This is an optimization exercise on Yosys and OpenROAD, whose aim is small area, a short achievable clock period and few clock cycles per item, not a production implementation. No functional check of the RTL was part of any run shown here. No activity file was given, so power comes from the tool's default toggle rates.

==> flow/design.v <==
`timescale 1ns / 1ps
package fsa_pkg;
   localparam int STEP_LEN_WIDTH   = 25;
   localparam int STEP_LIM_WIDTH   = 8;
   localparam int REM_WIDTH        = 24;
   localparam int DROP_TIME_WIDTH  = 48;
   localparam int COUNT_WIDTH      = 32;
   localparam int ELAPSED_WIDTH    = 32;
   localparam int BLEND_WIDTH      = 17;
   localparam int CSR_INDEX_WIDTH  = 4;
   localparam int CSR_DATA_WIDTH   = 25;
   localparam logic [STEP_LEN_WIDTH-1:0] STEP_LENGTH_MIN   = 25'd65536;
   localparam logic [STEP_LEN_WIDTH-1:0] STEP_LENGTH_MAX   = 25'd16777216;
   localparam logic [STEP_LEN_WIDTH-1:0] STEP_LENGTH_RESET = 25'd279620;
   localparam logic [STEP_LIM_WIDTH-1:0] STEP_LIMIT_RESET  = 8'd5;
   localparam logic [CSR_INDEX_WIDTH-1:0] REG_STEP_LENGTH = 4'd0;
   localparam logic [CSR_INDEX_WIDTH-1:0] REG_STEP_LIMIT  = 4'd1;
endpackage
`timescale 1ns / 1ps
module fsa_bk_add #(
   parameter int N = 32
) (
   input  logic [N-1:0] a,
   input  logic [N-1:0] b,
   input  logic         cin,
   output logic [N-1:0] s,
   output logic         cout
);
   logic [N-1:0] p;
   logic [N-1:0] gg;
   logic [N-1:0] pp;
   always_comb begin
      p  = a ^ b;
      gg = a & b;
      pp = p;
      gg[0] = gg[0] | (p[0] & cin);
      for (int k = 0; (1 << k) < N; k++) begin
         for (int i = (2 << k) - 1; i < N; i += (2 << k)) begin
            gg[i] = gg[i] | (pp[i] & gg[i - (1 << k)]);
            pp[i] = pp[i] & pp[i - (1 << k)];
         end
      end
      for (int k = 5; k >= 0; k--) begin
         for (int i = 3 * (1 << k) - 1; i < N; i += (2 << k)) begin
            gg[i] = gg[i] | (pp[i] & gg[i - (1 << k)]);
         end
      end
      s[0] = p[0] ^ cin;
      for (int i = 1; i < N; i++) begin
         s[i] = p[i] ^ gg[i - 1];
      end
      cout = gg[N - 1];
   end
endmodule
`timescale 1ns / 1ps
import fsa_pkg::*;
module fixed_step_accumulator (
   input  logic                                 clock,
   input  logic                                 reset,
   input  logic                                 req_valid,
   output logic                                 req_ready,
   input  logic                                 req_operation,
   input  logic signed [fsa_pkg::ELAPSED_WIDTH-1:0] req_elapsed,
   output logic                                 rsp_valid,
   input  logic                                 rsp_ready,
   output logic [fsa_pkg::STEP_LIM_WIDTH-1:0]   rsp_step_count,
   output logic                                 rsp_dropped,
   output logic [fsa_pkg::BLEND_WIDTH-1:0]      rsp_blend_fraction,
   output logic [fsa_pkg::COUNT_WIDTH-1:0]      rsp_drop_count,
   output logic [fsa_pkg::DROP_TIME_WIDTH-1:0]  rsp_dropped_time,
   output logic [fsa_pkg::COUNT_WIDTH-1:0]      rsp_total_steps,
   input  logic                                 csr_valid,
   output logic                                 csr_ready,
   input  logic [fsa_pkg::CSR_INDEX_WIDTH-1:0]  csr_index,
   input  logic [fsa_pkg::CSR_DATA_WIDTH-1:0]   csr_data
);
   localparam int J    = 1;
   localparam int BPC  = 2 * J;                      
   localparam int NFC  = 16 / BPC;                   
   localparam int NIC  = (8 + BPC - 1) / BPC;        
   localparam int MW   = NIC * BPC;                  
   localparam int QW   = MW;                         
   localparam int CW   = 3;
   localparam logic [2:0] ST_IDLE = 3'd0;
   localparam logic [2:0] ST_INT  = 3'd1;
   localparam logic [2:0] ST_FRAC = 3'd2;
   localparam logic [2:0] ST_CLR  = 3'd3;
   localparam logic [2:0] ST_DROP = 3'd4;
   logic [STEP_LEN_WIDTH-1:0] step_ff;
   logic [STEP_LIM_WIDTH-1:0] limit_ff;
   logic [25:0]               step3_ff;      
   logic [STEP_LEN_WIDTH-1:0] csr_len;
   logic [STEP_LIM_WIDTH-1:0] csr_lim;
   logic [REM_WIDTH-1:0]       rem_ff;
   logic [DROP_TIME_WIDTH-1:0] disc_ff;
   logic [COUNT_WIDTH-1:0]     drops_ff;
   logic [COUNT_WIDTH-1:0]     total_ff;
   logic        buf_ff;
   logic        bop_ff;
   logic [30:0] bel_ff;
   logic [2:0]    st_ff;
   logic [CW-1:0] cnt_ff;
   logic          first_ff;
   logic [31:0]   rw_ff;       
   logic [QW-1:0] qs_ff;       
   logic          tight_ff;
   logic          int_ff;      
   logic          dc_ff;       
   logic                      rsp_valid_ff;
   logic [STEP_LIM_WIDTH-1:0] out_steps_ff;
   logic                      out_drop_ff;
   logic [15:0]               out_blend_ff;    
   always_comb begin
      csr_len = csr_data[STEP_LEN_WIDTH-1:0];
      if (csr_len < STEP_LENGTH_MIN) begin
         csr_len = STEP_LENGTH_MIN;
      end else if (csr_len > STEP_LENGTH_MAX) begin
         csr_len = STEP_LENGTH_MAX;
      end
      csr_lim = csr_data[STEP_LIM_WIDTH-1:0];
      if (csr_lim == '0) begin
         csr_lim = 8'd1;
      end
   end
   assign csr_ready = 1'b1;
   logic [2:0] nbc;
   always_comb begin
      int bl;
      bl = 1;
      for (int b = 0; b < 8; b++) begin
         if (limit_ff[b]) bl = b + 1;
      end
      nbc = 3'((bl + BPC - 1) / BPC);
   end
   logic [31:0]   r_s [0:J];
   logic [1:0]    dig [0:J-1];
   logic          t_s [0:J];
   logic          clamp;
   assign clamp  = int_ff;
   logic [1:0] lsh_dig [0:J-1];
   always_comb begin
      logic [MW-1:0] lw;
      lw = MW'(limit_ff);
      for (int i = 0; i < J; i++) begin
         lsh_dig[i] = 2'd0;
         for (int c = 0; c < NIC; c++) begin
            if (cnt_ff == CW'(c)) begin
               lsh_dig[i] = lw[c*BPC + 2*i +: 2];
            end
         end
      end
   end
   assign r_s[0] = rw_ff;
   assign t_s[0] = tight_ff;
   for (genvar i = 0; i < J; i++) begin : g_step
      logic [26:0] tn;
      logic [4:0]  th;
      logic        wide;
      logic [26:0] n1, n2, n3;
      logic        f1, f2, f3;
      logic        g1, g2, g3;
      logic [1:0]  m;
      logic        ct;
      logic        s1, s2, s3;
      logic [26:0] rn;
      logic        bm;
      assign tn   = {r_s[i][24:0], qs_ff[QW-1-2*i -: 2]};
      assign th   = r_s[i][29:25];
      assign wide = |r_s[i][31:25];
      fsa_bk_add #(.N(27)) u_n1 (
         .a(tn), .b(~{2'd0, step_ff}), .cin(1'b1), .s(n1), .cout(f1)
      );
      fsa_bk_add #(.N(27)) u_n2 (
         .a(tn), .b(~{1'd0, step_ff, 1'b0}), .cin(1'b1), .s(n2), .cout(f2)
      );
      fsa_bk_add #(.N(27)) u_n3 (
         .a(tn), .b(~{1'd0, step3_ff}), .cin(1'b1), .s(n3), .cout(f3)
      );
      assign m  = lsh_dig[J-1-i];
      assign ct = clamp && t_s[i];
      assign g1 = f1 || wide;
      assign g2 = f2 || wide;
      assign g3 = f3 || wide;
      assign s3 = g3 && (!ct || (m == 2'd3));
      assign s2 = g2 && !s3 && (!ct || m[1]);
      assign s1 = g1 && !s3 && !s2 && (!ct || (m != 2'd0));
      assign rn = s3 ? n3 : s2 ? n2 : s1 ? n1 : tn;
      assign bm = (m == 2'd3) ? !f3 : (m == 2'd2) ? !f2 : (m == 2'd1) ? !f1 : 1'b0;
      assign r_s[i+1] = {wide ? th - 5'(bm) : 5'd0, rn};
      assign dig[i]   = {s3 || s2, s3 || s1};
      assign t_s[i+1] = t_s[i] && ((m == 2'd0) || (m == 2'd1 && g1) ||
                                   (m == 2'd2 && g2) || (m == 2'd3 && g3));
   end
   logic [BPC-1:0] digs;
   always_comb begin
      for (int i = 0; i < J; i++) begin
         digs[BPC-1-2*i -: 2] = dig[i];
      end
   end
   logic [QW-1:0] qs_nx;
   logic [15:0]   bl_nx;
   assign qs_nx = {qs_ff[QW-1-BPC:0], digs};
   assign bl_nx = {out_blend_ff[15-BPC:0], digs};
   logic adv;
   logic fin;
   logic emit;
   logic start;
   logic drop;
   logic dchk;
   logic int_last;
   logic frac_last;
   logic drop_last;
   assign adv       = !(rsp_valid_ff && !rsp_ready);
   assign int_last  = (st_ff == ST_INT) && (cnt_ff == '0);
   assign frac_last = (st_ff == ST_FRAC) && (cnt_ff == '0);
   assign drop_last = (st_ff == ST_DROP) && (cnt_ff == '0);
   assign dchk      = (st_ff == ST_FRAC) && first_ff;
   logic [31:0] dcmp_s;
   logic        rw_ge_s;
   fsa_bk_add #(.N(32)) u_dcmp (
      .a(rw_ff), .b(~{7'd0, step_ff}), .cin(1'b1), .s(dcmp_s), .cout(rw_ge_s)
   );
   assign drop      = tight_ff && rw_ge_s;
   assign fin       = (st_ff == ST_CLR) || frac_last || drop_last;
   assign emit      = fin && adv;
   assign start     = buf_ff && ((st_ff == ST_IDLE) || emit);
   assign req_ready = !buf_ff;
   logic [31:0] a_sum;
   assign a_sum = 32'(rem_ff) + 32'(bel_ff);
   logic [31:0]   rw_ld;
   logic [QW-1:0] qs_ld;
   always_comb begin
      rw_ld  = a_sum;
      qs_ld  = '0;
      for (int c = 1; c <= NIC; c++) begin
         if (nbc == 3'(c)) begin
            rw_ld  = a_sum >> (c * BPC);
            qs_ld  = QW'(a_sum) << (QW - c * BPC);
         end
      end
   end
   always_ff @(posedge clock) begin
      if (reset) begin
         step_ff  <= STEP_LENGTH_RESET;
         limit_ff <= STEP_LIMIT_RESET;
      end else if (csr_valid) begin
         if (csr_index == REG_STEP_LENGTH) begin
            step_ff <= csr_len;
         end
         if (csr_index == REG_STEP_LIMIT) begin
            limit_ff <= csr_lim;
         end
      end
   end
   logic [25:0] step3;
   logic        step3_co;
   fsa_bk_add #(.N(26)) u_step3 (
      .a({1'b0, step_ff}), .b({step_ff, 1'b0}), .cin(1'b0), .s(step3), .cout(step3_co)
   );
   always_ff @(posedge clock) begin
      step3_ff <= step3;
   end
   always_ff @(posedge clock) begin
      if (reset) begin
         buf_ff <= 1'b0;
      end else if (req_valid && !buf_ff) begin
         buf_ff <= 1'b1;
         bop_ff <= req_operation;
         bel_ff <= req_elapsed[31] ? 31'd0 : req_elapsed[30:0];
      end else if (start) begin
         buf_ff <= 1'b0;
      end
   end
   logic [16:0] dpart;
   fsa_bk_add #(.N(16)) u_dpart (
      .a(disc_ff[15:0]), .b(rw_ff[15:0]), .cin(dc_ff && !dchk),
      .s(dpart[15:0]), .cout(dpart[16])
   );
   logic [COUNT_WIDTH-1:0] tsum;
   logic                   tsum_co;
   fsa_bk_add #(.N(COUNT_WIDTH)) u_tsum (
      .a(total_ff), .b({24'd0, out_steps_ff}), .cin(1'b0), .s(tsum), .cout(tsum_co)
   );
   always_ff @(posedge clock) begin
      if (reset) begin
         st_ff  <= ST_IDLE;
         int_ff <= 1'b0;
      end else if (start) begin
         st_ff    <= bop_ff ? ST_CLR : ST_INT;
         int_ff   <= !bop_ff;
         cnt_ff   <= CW'(nbc - 3'd1);
         rw_ff    <= rw_ld;
         qs_ff    <= qs_ld;
         tight_ff <= 1'b1;
      end else if (adv) begin
         unique case (st_ff)
            ST_INT: begin
               rw_ff    <= r_s[J];
               qs_ff    <= qs_nx;
               tight_ff <= t_s[J];
               cnt_ff   <= cnt_ff - 1'b1;
               first_ff <= 1'b1;
               if (cnt_ff == '0) begin
                  st_ff  <= ST_FRAC;
                  int_ff <= 1'b0;
                  qs_ff  <= '0;
                  cnt_ff <= CW'(NFC - 1);
               end
            end
            ST_FRAC: begin
               first_ff <= 1'b0;
               if (dchk && drop) begin
                  st_ff  <= ST_DROP;
                  cnt_ff <= CW'(1);
                  rw_ff  <= rw_ff >> 16;
                  dc_ff  <= dpart[16];
               end else begin
                  rw_ff  <= r_s[J];
                  cnt_ff <= cnt_ff - 1'b1;
                  if (cnt_ff == '0) begin
                     st_ff <= ST_IDLE;
                  end
               end
            end
            ST_DROP: begin
               rw_ff  <= rw_ff >> 16;
               dc_ff  <= dpart[16];
               cnt_ff <= cnt_ff - 1'b1;
               if (cnt_ff == '0) begin
                  st_ff <= ST_IDLE;
               end
            end
            ST_CLR: begin
               st_ff <= ST_IDLE;
            end
            default: begin
               st_ff <= ST_IDLE;
            end
         endcase
      end
   end
   always_ff @(posedge clock) begin
      if (reset) begin
         rem_ff       <= '0;
         disc_ff      <= '0;
         drops_ff     <= '0;
         total_ff     <= '0;
         rsp_valid_ff <= 1'b0;
      end else begin
         if (start && bop_ff) begin
            rem_ff <= '0;
         end
         if (adv && int_last) begin
            out_steps_ff <= 8'(qs_nx);
         end
         if (adv && (st_ff == ST_FRAC)) begin
            out_blend_ff <= bl_nx;
         end
         if (adv && dchk) begin
            rem_ff <= drop ? '0 : rw_ff[REM_WIDTH-1:0];
         end
         if (adv && ((dchk && drop) || (st_ff == ST_DROP))) begin
            if (drop_last && dpart[16]) begin
               disc_ff <= '1;
            end else begin
               disc_ff <= {dpart[15:0], disc_ff[DROP_TIME_WIDTH-1:16]};
            end
         end
         if (emit) begin
            rsp_valid_ff <= 1'b1;
            if (st_ff == ST_CLR) begin
               out_steps_ff <= '0;
               out_drop_ff  <= 1'b0;
               out_blend_ff <= '0;
               disc_ff      <= '0;
               drops_ff     <= '0;
            end else begin
               total_ff <= tsum;
               if (st_ff == ST_DROP) begin
                  out_drop_ff  <= 1'b1;
                  out_blend_ff <= '0;
                  if (drops_ff != '1) begin
                     drops_ff <= drops_ff + 1'b1;
                  end
               end else begin
                  out_drop_ff  <= 1'b0;
               end
            end
         end else if (rsp_ready) begin
            rsp_valid_ff <= 1'b0;
         end
      end
   end
   assign rsp_valid          = rsp_valid_ff;
   assign rsp_step_count     = out_steps_ff;
   assign rsp_dropped        = out_drop_ff;
   assign rsp_blend_fraction = {1'b0, out_blend_ff};
   assign rsp_drop_count     = drops_ff;
   assign rsp_dropped_time   = disc_ff;
   assign rsp_total_steps    = total_ff;
endmodule
==> flow/flow/run.sh <==
#!/bin/bash
set -euo pipefail
bash standard.sh SETUP_SLACK_MARGIN=6 finish > standard_make.log 2>&1
==> flow/standard.sh <==
#!/bin/bash
# synth_recipe.tcl (not shown) runs the flow's synth.tcl, then flattens the netlist and writes it again
# the make line also repeats each setting of config.mk as NAME=value (left out here)
make -C /OpenROAD-flow-scripts/flow DESIGN_CONFIG=/design/flow/config.mk WORK_HOME=/design/flow/orfs CLKGATE_MAP_FILE= SYNTH_SCRIPT=/design/flow/synth_recipe.tcl "${@:-finish}"
==> flow/config.mk <==
export PLATFORM = sky130hd
export DESIGN_NAME = fixed_step_accumulator
export DESIGN_NICKNAME = fixed_step_accumulator
export VERILOG_FILES = /design/flow/design.v
export SDC_FILE = /design/flow/constraint.sdc
export NUM_CORES = 4
export LEC_CHECK = 0
export CAP_MARGIN = 20
export CORE_MARGIN = 2
export CORE_UTILIZATION = 40
export SLEW_MARGIN = 20
==> flow/constraint.sdc <==
create_clock -name core_clock -period 10.0 [get_ports {clock}]
set_input_delay 2.0000 -clock core_clock [delete_from_list [all_inputs] [get_ports {clock}]]
set_output_delay 2.0000 -clock core_clock [all_outputs]
set_load 0.01 [all_outputs]
==> results of run 1 <==
-- report_power, final --
part,internal [mW],leakage (nW),switching (mW)
combinational,0.611,7.63,0.756
clock,0.809,0.614,0.571
sequential,1.38,2.61,0.106
-- registers in the layout, indices dropped and copies added (netlist names), 3 cells and up --
name / cells
step_ff: 25
rem_ff: 24
bel_ff: 31
step3_ff: 26
disc_ff: 48
cnt_ff: 3
out_steps_ff: 8
out_blend_ff: 16
st_ff: 3
drops_ff: 32
limit_ff: 8
total_ff: 32
qs_ff: 8
rw_ff: 32
-- final timing paths --
| kind | startpoint | endpoint | slack [ps] | cells past startpoint |
|---|---|---|---|---|
| max reg2reg | qs_ff[6] | rw_ff[24] | 5210 | 21 |
| min reg2reg | step_ff[0] | step3_ff[0] | 440 | 0 |
| min | step_ff[0] | step3_ff[0] | 440 | 0 |
| max | qs_ff[6] | rw_ff[24] | 5210 | 21 |
-- what timing repair did --
item                                   CTS  global route
endpoints found under the hold margin    0             0
setup endpoints to repair              175           157
cloned                                   3             7
pin swaps                               28            53
gates resized for setup                127            76
buffers inserted                        69            39
-- synth_stat cells (31+ instances only) --
cell / number
sky130_fd_sc_hd__nor2_1: 225
sky130_fd_sc_hd__o221a_2: 38
sky130_fd_sc_hd__o21ai_0: 87
sky130_fd_sc_hd__nand2_1: 230
sky130_fd_sc_hd__a21oi_1: 134
sky130_fd_sc_hd__nand3_1: 54
sky130_fd_sc_hd__and3_1: 31
sky130_fd_sc_hd__a21o_1: 54
sky130_fd_sc_hd__fa_1: 64
sky130_fd_sc_hd__inv_1: 109
sky130_fd_sc_hd__xor2_1: 70
sky130_fd_sc_hd__ha_1: 195
sky130_fd_sc_hd__edfxtp_1: 103
sky130_fd_sc_hd__a22oi_1: 52
sky130_fd_sc_hd__nor2b_1: 45
sky130_fd_sc_hd__xnor2_1: 53
sky130_fd_sc_hd__clkbuf_1: 83
sky130_fd_sc_hd__nor3_1: 49
sky130_fd_sc_hd__dfxtp_1: 201
-- logic make-up (layout without fill, tap and decap cells) --
kind of cell,after synthesis,after routing,synth area share
compound gates,613,613,0.2104
flops,304,304,0.3384
mux,31,31,0.01493
buf+inv,219,520,0.04241
xor+xnor,123,123,0.05122
simple gates,744,747,0.1650
fa+ha+maj,260,260,0.1774
other cells,2,2,0.0003570
-- per-stage QoR --
stage | hold WS (ps) | utilization | cell area (um2)
6_report | 440.0 | 0.5115 | 26720
5_1_grt | 447.0 | 0.5115 | 26720
4_1_cts | 447.7 | 0.4974 | 25980
3_5_place_dp | 461.0 | 0.4537 | 23700
3_3_place_gp | 459.3 | 0.4537 | 23700
2_1_floorplan | 399.0 | - | 21130
-- cell type report --
type                       count  area (um2)
tap                          688       860.8
fill                        4895       25520
inverter                     109       411.6
clock inverter                11       76.32
sequential                   304        7137
multi-input combinational   1776       13770
clock buffer                  61        1171
timing repair buffer         339        3293
-- metal layers --
metal	vias up	part of all wire
met4	0	0.059
met3	214	0.068
met5	-	0
met2	790	0.47
li1	8975	-
met1	9251	0.41
==> flow_results.xml, run 1 <==
<?xml version="1.0" encoding="UTF-8"?>
<metrics>
  <group name="timing">
    <metric name="final.min_clock_period" unit="ps">4786</metric>
    <metric name="final_clock_period_utilization_by_the_worst_path" unit="">0.4786</metric>
    <metric name="fmax" unit="GHz">0.2090</metric>
    <metric name="report.final.slew_viol_count" unit="">0</metric>
    <metric name="setup_tns" unit="ps">0</metric>
    <metric name="worst_setup_skew_after_layout" unit="ps">15.09</metric>
    <metric name="grt_setup_unrepaired" unit="">true</metric>
    <metric name="final-setup-viol-count" unit="">0</metric>
    <metric name="fin_ws" unit="ps">5214</metric>
    <metric name="pin_slew_with_the_least_headroom_to_its_limit" unit="ps">1020</metric>
    <metric name="final-hold-violation-count" unit="">0</metric>
    <metric name="max_slew_margin" unit="">0.3181</metric>
  </group>
  <group name="yosys">
    <metric name="synth_cell_type_count" unit="">88</metric>
    <metric name="fraction_of_synthesis_flops_using_an_asynchronous_set_or_reset_pin" unit="">0</metric>
    <metric name="synth_top_cells_by_area" unit="">sky130_fd_sc_hd__dfxtp_1, sky130_fd_sc_hd__edfxtp_1, sky130_fd_sc_hd__ha_1</metric>
    <metric name="most_common_flop_cell_mapped_by_yosys" unit="">sky130_fd_sc_hd__dfxtp_1</metric>
    <metric name="synth.yosys.warnings" unit="">9</metric>
    <metric name="mappedNetlistNets" unit="">2622</metric>
    <metric name="number_of_synthesized_flops_with_an_enable_pin" unit="">103</metric>
    <metric name="synthCells" unit="">2296</metric>
    <metric name="post-synth-top-area-fraction" unit="">0.1913</metric>
    <metric name="cell_type_contributing_the_most_total_cell_area_after_synthesis" unit="">sky130_fd_sc_hd__dfxtp_1</metric>
    <metric name="yosysSeqAreaShare" unit="">0.3383</metric>
    <metric name="synth.avg_cell_area" unit="um2">9.161</metric>
    <metric name="yosys_register_bits" unit="">304</metric>
    <metric name="mappedNetlistArea" unit="um2">21030</metric>
  </group>
  <group name="worst_setup_path">
    <metric name="cp_max_fo" unit="">4</metric>
    <metric name="worst-endpoint-arrival" unit="ps">5090</metric>
    <metric name="worstPathRequired" unit="ps">10300</metric>
    <metric name="start_kind" unit="">flop</metric>
    <metric name="cp_top_family" unit="">compound AO/OA/AOI/OAI gates</metric>
    <metric name="critPathBufInv" unit="">3</metric>
    <metric name="setup.worst_path.end_class" unit="">flop</metric>
    <metric name="cell_at_the_slowest_stage_of_the_critical_path" unit="">sky130_fd_sc_hd__edfxtp_1</metric>
    <metric name="criticalPathCategory" unit="">reg -&gt; reg</metric>
    <metric name="worstPathCellList" unit="">inv_2 &gt; ha_4 &gt; inv_2 &gt; fa_2 &gt; a21o_1 &gt; a21oi_2 &gt; o21bai_1 &gt; o31a_1 &gt; o41a_1 &gt; a211oi_2 &gt; o31ai_2 &gt; a211oi_2 &gt; o21a_1 &gt; ha_2 &gt; nand2_2 &gt; o21ai_4 &gt; buf_12 &gt; mux2_4 &gt; a222oi_1 &gt; o21ai_1 &gt; o32a_1</metric>
    <metric name="cpPeakStageDelay" unit="ps">410</metric>
  </group>
  <group name="layout">
    <metric name="synthToLayoutAreaGrowth" unit="%">27.02</metric>
    <metric name="most_frequent_cells_in_the_layout" unit="">sky130_fd_sc_hd__nand2_1, sky130_fd_sc_hd__nor2_1, sky130_fd_sc_hd__clkdlybuf4s50_1, sky130_fd_sc_hd__dfxtp_1, sky130_fd_sc_hd__ha_1</metric>
    <metric name="layoutNonFillerInstCount" unit="">3288</metric>
    <metric name="antenna_cells" unit="">0</metric>
    <metric name="nets" unit="">2895</metric>
    <metric name="drive_gt1_frac" unit="">0.1504</metric>
    <metric name="mostFrequentLayoutCell" unit="">sky130_fd_sc_hd__nand2_1</metric>
  </group>
  <group name="place">
    <metric name="placement.setup.worst_slack" unit="ps">4478</metric>
    <metric name="io_port_bufs" unit="">205</metric>
    <metric name="dp.final_hpwl" unit="mm">49.23</metric>
    <metric name="place.gp.congestion" unit="">0.9039</metric>
    <metric name="dp.cells" unit="">3098</metric>
  </group>
  <group name="power">
    <metric name="cellPowerDensity" unit="nW/um2">158.5</metric>
    <metric name="worst_ir_drop_vdd" unit="uV">130.7</metric>
    <metric name="power.leakage" unit="nW">10.84</metric>
    <metric name="total_power" unit="mW">4.234</metric>
  </group>
  <group name="grt">
    <metric name="fraction_of_met1_tracks_used_by_global_routing" unit="">0.3088</metric>
    <metric name="grt_pass1_vias" unit="">18280</metric>
    <metric name="grt_antenna_before_repair" unit="">0</metric>
    <metric name="grt_remaining_overflow" unit="">0</metric>
    <metric name="met2_usage" unit="">0.4050</metric>
    <metric name="grt_start_max_net_pins" unit="">70</metric>
    <metric name="grtUsageMet3" unit="">0.03760</metric>
    <metric name="gr-max-usage-layer" unit="">met2</metric>
    <metric name="grt_first_pass_wirelength" unit="mm">104.4</metric>
    <metric name="global_route.usage.total" unit="">0.2456</metric>
  </group>
  <group name="min_path">
    <metric name="hold_path.class" unit="">reg -&gt; reg</metric>
  </group>
  <group name="routing">
    <metric name="route.detailed.drc" unit="">0</metric>
    <metric name="drtIter0Drc" unit="">1660</metric>
    <metric name="antenna_left" unit="">0</metric>
    <metric name="wl" unit="mm">69.48</metric>
    <metric name="vias" unit="">19230</metric>
    <metric name="post_drt_via_cell_ratio" unit="">5.849</metric>
    <metric name="detail_route.wl_per_cell" unit="um">21.13</metric>
    <metric name="first_pass_iters" unit="">6</metric>
  </group>
  <group name="floorplan">
    <metric name="die_width" unit="um">233.3</metric>
    <metric name="die_height" unit="um">233.3</metric>
    <metric name="number_of_placement_rows" unit="">84</metric>
    <metric name="initial_core_util" unit="">0.4027</metric>
    <metric name="core" unit="um2">52240</metric>
    <metric name="die-area" unit="um2">54440</metric>
    <metric name="floorplan.io_pins" unit="">208</metric>
  </group>
  <group name="clock_tree">
    <metric name="clock_tree_from_tritoncts" unit="">built</metric>
    <metric name="cts.htree.levels" unit="">2</metric>
    <metric name="cts.path.max_buffers" unit="">3</metric>
    <metric name="clock_transition_time_at_the_flip_flop_clock_pins_of_the_worst_setup_and_hold_paths" unit="ps">60</metric>
    <metric name="cts_sinks" unit="">304</metric>
    <metric name="cts_made_buffers" unit="">39</metric>
    <metric name="cts-root-buf" unit="">sky130_fd_sc_hd__clkbuf_16</metric>
    <metric name="hold_buffers" unit="">0</metric>
    <metric name="clock_latency_reported_for_the_late_side_of_the_worst_skew_pair" unit="ps">560</metric>
  </group>
  <group name="run">
    <metric name="maxCapViolations" unit="">0</metric>
  </group>
  <group name="status">
    <metric name="status" unit="">timing/DRC/antenna clean</metric>
  </group>
</metrics>
==> run 2: changes to the inputs <==
--- a/flow/design.v
+++ b/flow/design.v
@@ -157,2 +157,3 @@
       logic [4:0]  th;
+      logic [4:0]  th_dec;
       logic        wide;
@@ -160,11 +161,11 @@
       logic        f1, f2, f3;
-      logic        g1, g2, g3;
       logic [1:0]  m;
       logic        ct;
+      logic        c1, c2, c3;
       logic        s1, s2, s3;
-      logic [26:0] rn;
       logic        bm;
-      assign tn   = {r_s[i][24:0], qs_ff[QW-1-2*i -: 2]};
-      assign th   = r_s[i][29:25];
-      assign wide = |r_s[i][31:25];
+      assign tn     = {r_s[i][24:0], qs_ff[QW-1-2*i -: 2]};
+      assign th     = r_s[i][29:25];
+      assign th_dec = th - 5'd1;
+      assign wide   = |r_s[i][31:25];
       fsa_bk_add #(.N(27)) u_n1 (
@@ -180,14 +181,14 @@
       assign ct = clamp && t_s[i];
-      assign g1 = f1 || wide;
-      assign g2 = f2 || wide;
-      assign g3 = f3 || wide;
-      assign s3 = g3 && (!ct || (m == 2'd3));
-      assign s2 = g2 && !s3 && (!ct || m[1]);
-      assign s1 = g1 && !s3 && !s2 && (!ct || (m != 2'd0));
-      assign rn = s3 ? n3 : s2 ? n2 : s1 ? n1 : tn;
+      assign c3 = !ct || (m == 2'd3);
+      assign c2 = !ct || m[1];
+      assign c1 = !ct || (m != 2'd0);
+      assign s3 = (f3 && c3) || (wide && c3);
+      assign s2 = ((f2 && c2) || (wide && c2)) && !s3;
+      assign s1 = ((f1 && c1) || (wide && c1)) && !s3 && !s2;
+      assign r_s[i+1][26:0] = s3 ? n3 : s2 ? n2 : s1 ? n1 : tn;
       assign bm = (m == 2'd3) ? !f3 : (m == 2'd2) ? !f2 : (m == 2'd1) ? !f1 : 1'b0;
-      assign r_s[i+1] = {wide ? th - 5'(bm) : 5'd0, rn};
+      assign r_s[i+1][31:27] = !wide ? 5'd0 : bm ? th_dec : th;
       assign dig[i]   = {s3 || s2, s3 || s1};
-      assign t_s[i+1] = t_s[i] && ((m == 2'd0) || (m == 2'd1 && g1) ||
-                                   (m == 2'd2 && g2) || (m == 2'd3 && g3));
+      assign t_s[i+1] = t_s[i] && (wide || (m == 2'd0) || (m == 2'd1 && f1) ||
+                                   (m == 2'd2 && f2) || (m == 2'd3 && f3));
    end
@@ -274,4 +275,6 @@
    logic [16:0] dpart;
+   logic [15:0] lpart;
+   assign lpart = dchk ? rw_ff[15:0] : (cnt_ff == CW'(1)) ? rw_ff[31:16] : 16'd0;
    fsa_bk_add #(.N(16)) u_dpart (
-      .a(disc_ff[15:0]), .b(rw_ff[15:0]), .cin(dc_ff && !dchk),
+      .a(disc_ff[15:0]), .b(lpart), .cin(dc_ff && !dchk),
       .s(dpart[15:0]), .cout(dpart[16])
@@ -314,3 +317,2 @@
                   cnt_ff <= CW'(1);
-                  rw_ff  <= rw_ff >> 16;
                   dc_ff  <= dpart[16];
@@ -325,3 +327,2 @@
             ST_DROP: begin
-               rw_ff  <= rw_ff >> 16;
                dc_ff  <= dpart[16];
==> flow_results.xml, run 2 <==
<?xml version="1.0" encoding="UTF-8"?>
<metrics>
  <group name="timing">
    <metric name="report.final.slew_viol_count" unit="">0</metric>
    <metric name="setup_tns" unit="ps">0</metric>
    <metric name="pin_slew_with_the_least_headroom_to_its_limit" unit="ps">1172</metric>
    <metric name="fmax" unit="GHz">0.2311</metric>
    <metric name="worst_setup_skew_after_layout" unit="ps">24.14</metric>
    <metric name="grt_setup_unrepaired" unit="">true</metric>
    <metric name="final-hold-violation-count" unit="">0</metric>
    <metric name="final-setup-viol-count" unit="">0</metric>
    <metric name="final_clock_period_utilization_by_the_worst_path" unit="">0.4327</metric>
    <metric name="final.min_clock_period" unit="ps">4327</metric>
    <metric name="max_slew_margin" unit="">0.1987</metric>
  </group>
  <group name="run">
    <metric name="maxCapViolations" unit="">0</metric>
  </group>
  <group name="clock_tree">
    <metric name="clock_latency_reported_for_the_late_side_of_the_worst_skew_pair" unit="ps">580</metric>
    <metric name="clock_transition_time_at_the_flip_flop_clock_pins_of_the_worst_setup_and_hold_paths" unit="ps">70</metric>
    <metric name="cts_sinks" unit="">304</metric>
    <metric name="cts-root-buf" unit="">sky130_fd_sc_hd__clkbuf_16</metric>
    <metric name="cts.htree.levels" unit="">2</metric>
    <metric name="cts.path.max_buffers" unit="">3</metric>
    <metric name="clock_tree_from_tritoncts" unit="">built</metric>
    <metric name="cts_made_buffers" unit="">37</metric>
  </group>
  <group name="grt">
    <metric name="global_route.usage.total" unit="">0.2441</metric>
    <metric name="grt_pass1_vias" unit="">18350</metric>
    <metric name="grt_start_max_net_pins" unit="">60</metric>
    <metric name="grt_first_pass_wirelength" unit="mm">104.1</metric>
    <metric name="grt_remaining_overflow" unit="">0</metric>
    <metric name="grt_antenna_before_repair" unit="">0</metric>
  </group>
  <group name="place">
    <metric name="place.gp.congestion" unit="">0.9529</metric>
    <metric name="io_port_bufs" unit="">205</metric>
    <metric name="dp.final_hpwl" unit="mm">48.41</metric>
    <metric name="cell_area_after_placement" unit="um2">23600</metric>
  </group>
  <group name="yosys">
    <metric name="number_of_synthesized_flops_with_an_enable_pin" unit="">103</metric>
    <metric name="synth.yosys.warnings" unit="">9</metric>
    <metric name="yosys_register_bits" unit="">304</metric>
    <metric name="synthCells" unit="">2300</metric>
    <metric name="synth_common_cells" unit="">sky130_fd_sc_hd__nand2_1, sky130_fd_sc_hd__nor2_1, sky130_fd_sc_hd__dfxtp_1</metric>
    <metric name="synth_top_cells_by_area" unit="">sky130_fd_sc_hd__dfxtp_1, sky130_fd_sc_hd__edfxtp_1, sky130_fd_sc_hd__ha_1</metric>
    <metric name="synthMostInstantiatedCell" unit="">sky130_fd_sc_hd__nand2_1</metric>
    <metric name="yosysSeqAreaShare" unit="">0.3412</metric>
    <metric name="post-synth-top-area-fraction" unit="">0.1929</metric>
    <metric name="synth.avg_cell_area" unit="um2">9.069</metric>
    <metric name="cell_type_contributing_the_most_total_cell_area_after_synthesis" unit="">sky130_fd_sc_hd__dfxtp_1</metric>
    <metric name="most_common_flop_cell_mapped_by_yosys" unit="">sky130_fd_sc_hd__dfxtp_1</metric>
    <metric name="mappedNetlistArea" unit="um2">20860</metric>
    <metric name="synth_cell_type_count" unit="">87</metric>
    <metric name="fraction_of_synthesis_flops_using_an_asynchronous_set_or_reset_pin" unit="">0</metric>
    <metric name="mappedNetlistNets" unit="">2625</metric>
  </group>
  <group name="worst_setup_path">
    <metric name="reg2regPathDepth" unit="">21</metric>
    <metric name="r2r-start" unit="">qs_ff[6]</metric>
    <metric name="cp_max_fo" unit="">6</metric>
    <metric name="worst-endpoint-arrival" unit="ps">4630</metric>
    <metric name="start_kind" unit="">flop</metric>
    <metric name="ff2ff_setup_slack" unit="ps">5670</metric>
    <metric name="worstPathRequired" unit="ps">10300</metric>
    <metric name="setup.worst_path.end_class" unit="">flop</metric>
    <metric name="criticalPathCategory" unit="">reg -&gt; reg</metric>
    <metric name="regToRegEndpoint" unit="">rw_ff[3]</metric>
    <metric name="setup.worst_path.start" unit="">qs_ff[6]</metric>
    <metric name="endpoint" unit="">rw_ff[3]</metric>
  </group>
  <group name="routing">
    <metric name="antenna_left" unit="">0</metric>
    <metric name="drtIter0Drc" unit="">1525</metric>
    <metric name="vias" unit="">18830</metric>
    <metric name="route.detailed.drc" unit="">0</metric>
    <metric name="wl" unit="mm">67.67</metric>
    <metric name="first_pass_iters" unit="">6</metric>
    <metric name="routed-wl-met2" unit="mm">31.90</metric>
    <metric name="detail_route.wl_per_cell" unit="um">20.67</metric>
    <metric name="route.met3.wl" unit="mm">4.427</metric>
    <metric name="met1Wirelength" unit="mm">28.34</metric>
    <metric name="post_drt_via_cell_ratio" unit="">5.753</metric>
    <metric name="topRoutingLayerUsed" unit="">met4</metric>
  </group>
  <group name="floorplan">
    <metric name="die_height" unit="um">232.4</metric>
    <metric name="die-area" unit="um2">53990</metric>
    <metric name="number_of_placement_rows" unit="">83</metric>
    <metric name="core" unit="um2">51410</metric>
    <metric name="initial_core_util" unit="">0.4058</metric>
    <metric name="floorplan.io_pins" unit="">208</metric>
    <metric name="die_width" unit="um">232.4</metric>
  </group>
  <group name="layout">
    <metric name="drive_gt1_frac" unit="">0.1527</metric>
    <metric name="post-route-cell-area" unit="um2">26880</metric>
    <metric name="largest-register" unit="">disc_ff</metric>
    <metric name="antenna_cells" unit="">0</metric>
    <metric name="most_frequent_cells_in_the_layout" unit="">sky130_fd_sc_hd__nand2_1, sky130_fd_sc_hd__clkdlybuf4s50_1, sky130_fd_sc_hd__dfxtp_1, sky130_fd_sc_hd__ha_1, sky130_fd_sc_hd__nor2_1</metric>
    <metric name="flip_flop_count_of_the_largest_register_all_copies_and_words_added" unit="">48</metric>
    <metric name="synthToLayoutAreaGrowth" unit="%">28.85</metric>
    <metric name="mostFrequentLayoutCell" unit="">sky130_fd_sc_hd__nand2_1</metric>
    <metric name="nets" unit="">2889</metric>
  </group>
  <group name="power">
    <metric name="power.leakage" unit="nW">10.70</metric>
    <metric name="total_power" unit="mW">4.077</metric>
    <metric name="cellPowerDensity" unit="nW/um2">151.7</metric>
    <metric name="worst_ir_drop_vdd" unit="uV">128.5</metric>
  </group>
  <group name="status">
    <metric name="status" unit="">timing/DRC/antenna clean</metric>
  </group>
  <group name="min_path">
    <metric name="hold_path.class" unit="">reg -&gt; reg</metric>
  </group>
</metrics>
## run 2: cell count changes after synthesis, moves of 10 or more
cell	delta
sky130_fd_sc_hd__a21o_1	-13
sky130_fd_sc_hd__a21oi_1	+42
sky130_fd_sc_hd__a22o_1	+28
sky130_fd_sc_hd__a22oi_1	-18
sky130_fd_sc_hd__a31oi_1	-10
sky130_fd_sc_hd__and3_1	-11
sky130_fd_sc_hd__inv_1	+10
sky130_fd_sc_hd__nor2_1	-16
sky130_fd_sc_hd__nor2b_1	+10
sky130_fd_sc_hd__o211ai_1	-14
sky130_fd_sc_hd__o21ai_0	+27
sky130_fd_sc_hd__o221a_1	+29
sky130_fd_sc_hd__o221a_2	-32
sky130_fd_sc_hd__o22ai_1	+21
## run 2: final cells by class
class                   count  area [um2]
well taps                 680       850.8
multi-input cells        1772       13950
clock inverters            16       192.7
inverters                 120       450.4
clock buffers              52        1066
repair buffers            329        3229
flip-flops and latches    304        7133
fillers                  4648       24530
## run 2: what timing repair did
| action | 4_1_cts | 5_1_grt |
|---|---|---|
| endpoints found under the setup margin | 198 | 153 |
| buffers inserted | 62 | 35 |
| gates resized for setup | 151 | 117 |
| pin swaps | 43 | 63 |
| gates cloned | 8 | 2 |
| hold buffers | 0 | 0 |
## run 2: power by group
group	switching, mW	internal (mW)	total (mW)	leakage, nW
Clock	0.580	0.832	1.41	0.612
Sequential	0.106	1.37	1.48	2.60
Combinational	0.661	0.527	1.19	7.48
## run 2: layer usage
metal	vias to the layer above	GRT usage
li1	8874	-
met3	199	0.04113
met4	0	0.1014
met1	9075	0.3138
met2	681	0.4048
met5	-	0
## run 2: how the worst min path moves through the flow
stage	cells past startpoint	from	slack, ps	end
2_1_floorplan	0	step_ff[0]	400	step3_ff[0]
3_3_place_gp	0	step_ff[0]	440	step3_ff[0]
3_5_place_dp	0	step_ff[0]	460	step3_ff[0]
4_1_cts	0	step_ff[0]	440	step3_ff[0]
5_1_grt	0	step_ff[0]	440	step3_ff[0]
6_report	0	step_ff[0]	440	step3_ff[0]
## run 2: cells by family after synthesis
family          count (synthesis)  share of synthesized area
buf+inv                       230                    0.04379
compound gates                628                     0.2061
flops                         304                     0.3412
xor+xnor                      135                    0.05669
fa+ha+maj                     259                     0.1783
other cells                     2                  0.0003600
mux                            22                    0.01068
simple gates                  720                     0.1629
## run 2: worst max-delay path, cell delays in order, from the launching register on
cell and delay (ps):
sky130_fd_sc_hd__edfxtp_1 430, sky130_fd_sc_hd__inv_2 130, sky130_fd_sc_hd__ha_4 140, sky130_fd_sc_hd__fa_2 230
sky130_fd_sc_hd__nor2b_4 50, sky130_fd_sc_hd__o2111ai_2 220, sky130_fd_sc_hd__nand3_2 160, sky130_fd_sc_hd__a221oi_4 380
sky130_fd_sc_hd__nor3_4 80, sky130_fd_sc_hd__o41ai_2 340, sky130_fd_sc_hd__o21a_1 220, sky130_fd_sc_hd__nor2b_2 70
sky130_fd_sc_hd__o41ai_2 300, sky130_fd_sc_hd__ha_2 300, sky130_fd_sc_hd__a22o_4 240, sky130_fd_sc_hd__buf_12 160
sky130_fd_sc_hd__buf_4 120, sky130_fd_sc_hd__nor2_4 30, sky130_fd_sc_hd__a21oi_2 130, sky130_fd_sc_hd__o22ai_2 110
sky130_fd_sc_hd__a211oi_2 180, sky130_fd_sc_hd__a221oi_2 50
## run 2: per-stage QoR
step	hold slack, ps	worst slack [ps]	cells	utilization
3_5_place_dp	463.5	4526	3098	0.4590
4_1_cts	437.2	5766	3236	0.5072
2_1_floorplan	399.0	5916	2300	-
5_1_grt	444.9	5446	3273	0.5228
3_3_place_gp	443.6	4181	3097	0.4586
6_report	435.1	5673	3273	0.5228
==> run 3: changes to the inputs <==
--- a/flow/design.v
+++ b/flow/design.v
@@ -276,5 +276,5 @@
    logic [15:0] lpart;
-   assign lpart = dchk ? rw_ff[15:0] : (cnt_ff == CW'(1)) ? rw_ff[31:16] : 16'd0;
+   assign lpart = (cnt_ff == CW'(2)) ? rw_ff[15:0] : (cnt_ff == CW'(1)) ? rw_ff[31:16] : 16'd0;
    fsa_bk_add #(.N(16)) u_dpart (
-      .a(disc_ff[15:0]), .b(lpart), .cin(dc_ff && !dchk),
+      .a(disc_ff[15:0]), .b(lpart), .cin(dc_ff && (cnt_ff != CW'(2))),
       .s(dpart[15:0]), .cout(dpart[16])
@@ -316,4 +316,3 @@
                   st_ff  <= ST_DROP;
-                  cnt_ff <= CW'(1);
-                  dc_ff  <= dpart[16];
+                  cnt_ff <= CW'(2);
                end else begin
@@ -360,5 +359,6 @@
          if (adv && dchk) begin
-            rem_ff <= drop ? '0 : rw_ff[REM_WIDTH-1:0];
+            rem_ff <= rw_ff[REM_WIDTH-1:0];
          end
-         if (adv && ((dchk && drop) || (st_ff == ST_DROP))) begin
+         if (adv && (st_ff == ST_DROP)) begin
+            rem_ff <= '0;
             if (drop_last && dpart[16]) begin
==> flow_results.xml, run 3 <==
<?xml version="1.0" encoding="UTF-8"?>
<metrics>
  <group name="power">
    <metric name="switching_share" unit="">0.3345</metric>
    <metric name="total_power" unit="mW">4.118</metric>
    <metric name="cellPowerDensity" unit="nW/um2">153.0</metric>
    <metric name="switchingPower" unit="mW">1.378</metric>
    <metric name="power.leakage" unit="nW">10.87</metric>
    <metric name="power.share.clock" unit="">0.339</metric>
    <metric name="p_int" unit="mW">2.740</metric>
    <metric name="worst_ir_drop_vdd" unit="uV">113.0</metric>
    <metric name="power.sequential.fraction" unit="">0.354</metric>
    <metric name="combinationalPowerShare" unit="">0.307</metric>
  </group>
  <group name="yosys">
    <metric name="yosysSeqAreaShare" unit="">0.3414</metric>
    <metric name="number_of_synthesized_flops_with_an_enable_pin" unit="">103</metric>
    <metric name="mappedNetlistArea" unit="um2">20850</metric>
    <metric name="synth.yosys.warnings" unit="">9</metric>
    <metric name="synth_top_cells_by_area" unit="">sky130_fd_sc_hd__dfxtp_1, sky130_fd_sc_hd__edfxtp_1, sky130_fd_sc_hd__ha_1</metric>
    <metric name="yosys_register_bits" unit="">304</metric>
    <metric name="cell_type_contributing_the_most_total_cell_area_after_synthesis" unit="">sky130_fd_sc_hd__dfxtp_1</metric>
    <metric name="synthCells" unit="">2299</metric>
    <metric name="most_common_flop_cell_mapped_by_yosys" unit="">sky130_fd_sc_hd__dfxtp_1</metric>
    <metric name="synth.avg_cell_area" unit="um2">9.068</metric>
    <metric name="synth_cell_type_count" unit="">89</metric>
    <metric name="mappedNetlistNets" unit="">2624</metric>
    <metric name="post-synth-top-area-fraction" unit="">0.1930</metric>
    <metric name="fraction_of_synthesis_flops_using_an_asynchronous_set_or_reset_pin" unit="">0</metric>
    <metric name="synth_common_cells" unit="">sky130_fd_sc_hd__nand2_1, sky130_fd_sc_hd__nor2_1, sky130_fd_sc_hd__dfxtp_1</metric>
    <metric name="synthMostInstantiatedCell" unit="">sky130_fd_sc_hd__nand2_1</metric>
  </group>
  <group name="clock_tree">
    <metric name="clock_transition_time_at_the_flip_flop_clock_pins_of_the_worst_setup_and_hold_paths" unit="ps">60</metric>
    <metric name="cts.htree.levels" unit="">2</metric>
    <metric name="cts-root-buf" unit="">sky130_fd_sc_hd__clkbuf_16</metric>
    <metric name="cts.path.max_buffers" unit="">3</metric>
    <metric name="clock_tree_from_tritoncts" unit="">built</metric>
    <metric name="hold_buffers" unit="">0</metric>
    <metric name="clock_latency_reported_for_the_late_side_of_the_worst_skew_pair" unit="ps">590</metric>
    <metric name="cts_sinks" unit="">304</metric>
    <metric name="cts_made_buffers" unit="">36</metric>
  </group>
  <group name="floorplan">
    <metric name="core" unit="um2">51410</metric>
    <metric name="die-area" unit="um2">53960</metric>
    <metric name="die_height" unit="um">232.3</metric>
    <metric name="die_width" unit="um">232.3</metric>
    <metric name="initial_core_util" unit="">0.4055</metric>
    <metric name="floorplan.io_pins" unit="">208</metric>
    <metric name="number_of_placement_rows" unit="">83</metric>
  </group>
  <group name="worst_setup_path">
    <metric name="reg2regPathDepth" unit="">21</metric>
    <metric name="cell_at_the_slowest_stage_of_the_critical_path" unit="">sky130_fd_sc_hd__o311ai_4</metric>
    <metric name="criticalPathCategory" unit="">reg -&gt; reg</metric>
    <metric name="worstPathRequired" unit="ps">10300</metric>
    <metric name="worst-endpoint-arrival" unit="ps">4580</metric>
    <metric name="setup.worst_path.end_class" unit="">flop</metric>
    <metric name="worstPathCellList" unit="">inv_2 &gt; ha_2 &gt; fa_2 &gt; nor2b_1 &gt; o21ai_2 &gt; a21boi_2 &gt; o2111ai_4 &gt; o311ai_4 &gt; a31oi_4 &gt; nor2b_1 &gt; o21a_2 &gt; o41ai_4 &gt; o21a_1 &gt; ha_4 &gt; buf_4 &gt; a22o_4 &gt; o211ai_1 &gt; a21oi_2 &gt; a311o_1 &gt; a21oi_1 &gt; a31oi_1</metric>
    <metric name="cp_max_fo" unit="">4</metric>
    <metric name="critical_path.most_common_cell" unit="">sky130_fd_sc_hd__nor2b_1</metric>
    <metric name="setup.worst_path.start" unit="">qs_ff[6]</metric>
    <metric name="cpPeakStageDelay" unit="ps">380</metric>
    <metric name="r2r-start" unit="">qs_ff[6]</metric>
    <metric name="start_kind" unit="">flop</metric>
  </group>
  <group name="place">
    <metric name="placement.setup.worst_slack" unit="ps">4400</metric>
    <metric name="io_port_bufs" unit="">205</metric>
    <metric name="dp.final_hpwl" unit="mm">48.51</metric>
    <metric name="place.gp.congestion" unit="">0.9381</metric>
  </group>
  <group name="min_path">
    <metric name="hold-path-cell-count" unit="">0</metric>
    <metric name="hold_path.class" unit="">reg -&gt; reg</metric>
    <metric name="hold_start" unit="">step_ff[0]</metric>
  </group>
  <group name="timing">
    <metric name="final-setup-viol-count" unit="">0</metric>
    <metric name="max_slew_margin" unit="">0.3319</metric>
    <metric name="final_clock_period_utilization_by_the_worst_path" unit="">0.4280</metric>
    <metric name="final.min_clock_period" unit="ps">4280</metric>
    <metric name="worst_setup_skew_after_layout" unit="ps">37.68</metric>
    <metric name="pin_slew_with_the_least_headroom_to_its_limit" unit="ps">1000</metric>
    <metric name="grt_setup_unrepaired" unit="">true</metric>
    <metric name="fmax" unit="GHz">0.2336</metric>
    <metric name="fin_ws" unit="ps">5720</metric>
    <metric name="report.final.slew_viol_count" unit="">0</metric>
    <metric name="setup_tns" unit="ps">0</metric>
    <metric name="final-hold-violation-count" unit="">0</metric>
  </group>
  <group name="routing">
    <metric name="antenna_left" unit="">0</metric>
    <metric name="drtIter0Drc" unit="">1787</metric>
    <metric name="detail_route.wl_per_cell" unit="um">21.04</metric>
    <metric name="vias" unit="">19220</metric>
    <metric name="first_pass_iters" unit="">6</metric>
    <metric name="wl" unit="mm">69.28</metric>
    <metric name="route.detailed.drc" unit="">0</metric>
    <metric name="post_drt_via_cell_ratio" unit="">5.836</metric>
  </group>
  <group name="grt">
    <metric name="global_route.usage.total" unit="">0.2514</metric>
    <metric name="grt_antenna_before_repair" unit="">0</metric>
    <metric name="grt_pass1_vias" unit="">18840</metric>
    <metric name="grt_first_pass_wirelength" unit="mm">106.7</metric>
    <metric name="grt_remaining_overflow" unit="">0</metric>
    <metric name="grt_start_max_net_pins" unit="">53</metric>
  </group>
  <group name="layout">
    <metric name="mostFrequentLayoutCell" unit="">sky130_fd_sc_hd__nand2_1</metric>
    <metric name="finish.utilization" unit="">0.5236</metric>
    <metric name="most_frequent_cells_in_the_layout" unit="">sky130_fd_sc_hd__nand2_1, sky130_fd_sc_hd__clkdlybuf4s50_1, sky130_fd_sc_hd__nor2_1, sky130_fd_sc_hd__dfxtp_1, sky130_fd_sc_hd__ha_1</metric>
    <metric name="antenna_cells" unit="">0</metric>
    <metric name="largest-register" unit="">disc_ff</metric>
    <metric name="synthToLayoutAreaGrowth" unit="%">29.13</metric>
    <metric name="nets" unit="">2910</metric>
    <metric name="flip_flop_count_of_the_largest_register_all_copies_and_words_added" unit="">48</metric>
    <metric name="drive_gt1_frac" unit="">0.1600</metric>
  </group>
  <group name="status">
    <metric name="status" unit="">timing/DRC/antenna clean</metric>
  </group>
  <group name="run">
    <metric name="maxCapViolations" unit="">0</metric>
  </group>
</metrics>
-- run 3: changes by cell type after synthesis, moves of 7 or more --
cell	before	now
sky130_fd_sc_hd__o21ai_1	2	10
sky130_fd_sc_hd__a22o_1	31	19
sky130_fd_sc_hd__nor4_1	13	6
sky130_fd_sc_hd__o221a_2	6	35
sky130_fd_sc_hd__o221ai_1	13	5
sky130_fd_sc_hd__o221a_1	30	0
sky130_fd_sc_hd__nand3_1	45	54
sky130_fd_sc_hd__a22oi_1	34	53
sky130_fd_sc_hd__o211ai_1	10	22
sky130_fd_sc_hd__a211oi_1	33	40
-- run 3: final timing paths --
| kind | endpoint | slack (ps) |
|---|---|---|
| max | rw_ff[25] | 5720 |
| min | step3_ff[0] | 410 |
| max reg2reg | rw_ff[25] | 5720 |
| min reg2reg | step3_ff[0] | 410 |
-- run 3: worst max-delay path: cells and delay by family, from the launching register on --
family,cells,cell delay [ps]
buf+inv,2,180
simple gates,2,290
compound gates,14,2490
flops,1,360
fa+ha+maj,3,690
-- run 3: power by group through the flow --
stage	Clock [mW]	Sequential (mW)	Combinational, mW
CTS	1.42	1.46	1.18
global placement	0	1.50	0.978
finish	1.40	1.46	1.26
detailed placement	0	1.50	0.991
global route	1.47	1.46	1.37
floorplan	0	1.46	0.677
-- run 3: stage by stage --
step / hold slack, ps / cell area (um2) / std cells
6_report: 413.9 / 26920 / 3293
5_1_grt: 428.4 / 26920 / 3293
4_1_cts: 422.0 / 26410 / 3265
3_5_place_dp: 443.5 / 23620 / 3103
3_3_place_gp: 432.0 / 23620 / 3103
2_1_floorplan: 399.0 / 20970 / 2299
-- run 3: metal layers --
| layer | up-vias | share of wire | track usage |
|---|---|---|---|
| met5 | - | 0 | 0.002757 |
| met4 | 0 | 0.052 | 0.1248 |
| met3 | 262 | 0.077 | 0.05747 |
| met2 | 815 | 0.47 | 0.4174 |
| met1 | 9176 | 0.40 | 0.3051 |
| li1 | 8965 | - | - |
-- run 3: final cells by class --
type,instances,area (um2)
fill,4727,24490
multi-input combinational,1779,13810
sequential,304,7126
timing repair buffer,347,3446
clock buffer,52,1095
tap,680,850.8
inverter,117,439.2
clock inverter,14,151.4
-- run 3: timing repair --
| item | CTS | global route |
|---|---|---|
| resized for setup | 162 | 60 |
| pin swaps | 88 | 37 |
| setup buffers | 85 | 25 |
| cloned | 11 | 1 |
| endpoints found under the setup margin | 220 | 162 |
-- run 3: cell families (layout without fill, tap and decap cells) --
family,after synthesis,in the layout,synth area share
adders and majority gates,259,259,0.1784
AOI/OAI and AO/OA,659,665,0.2164
other,2,2,0.0003603
xor gates and xnor gates,131,131,0.05666
and+or+nand+nor,705,706,0.1575
buffers and inverters,223,530,0.04147
muxes,16,16,0.007802
DFF,304,304,0.3414

what the ideal ports hide:
No port has a modelled driver above. Below, the same layouts with a new extraction and two added sets of constraints.
Step 1 (the two cells are an assumption about what drives the block):
set clk [get_ports {clock}]
set_driving_cell -lib_cell sky130_fd_sc_hd__clkbuf_16 $clk
set_driving_cell -lib_cell sky130_fd_sc_hd__buf_2 [delete_from_list [all_inputs] $clk]
Step 2 times the ports against the registers' clock, not the clock port: input delays grow and output delays shrink by t, the midpoint of the rising clock arrivals with the driver on.
a / b / c = ideal / step 1 / step 2; a / b = the first two.
run | t, ns | slack for setup (ns) | worst register clock-pin slew, ns
run 1 | 0.615 | 5.214 / 5.214 / 5.214 | 0.06 / 0.06
run 2 | 0.625 | 5.673 / 5.673 / 5.079 | 0.07 / 0.07
run 3 | 0.631 | 5.720 / 5.720 / 5.164 | 0.08 / 0.08
After both steps setup and hold are still met in every run listed. The setup slack of run 2, which loses most, moves by 0.000 ns with the drivers and by -0.594 ns with both steps.
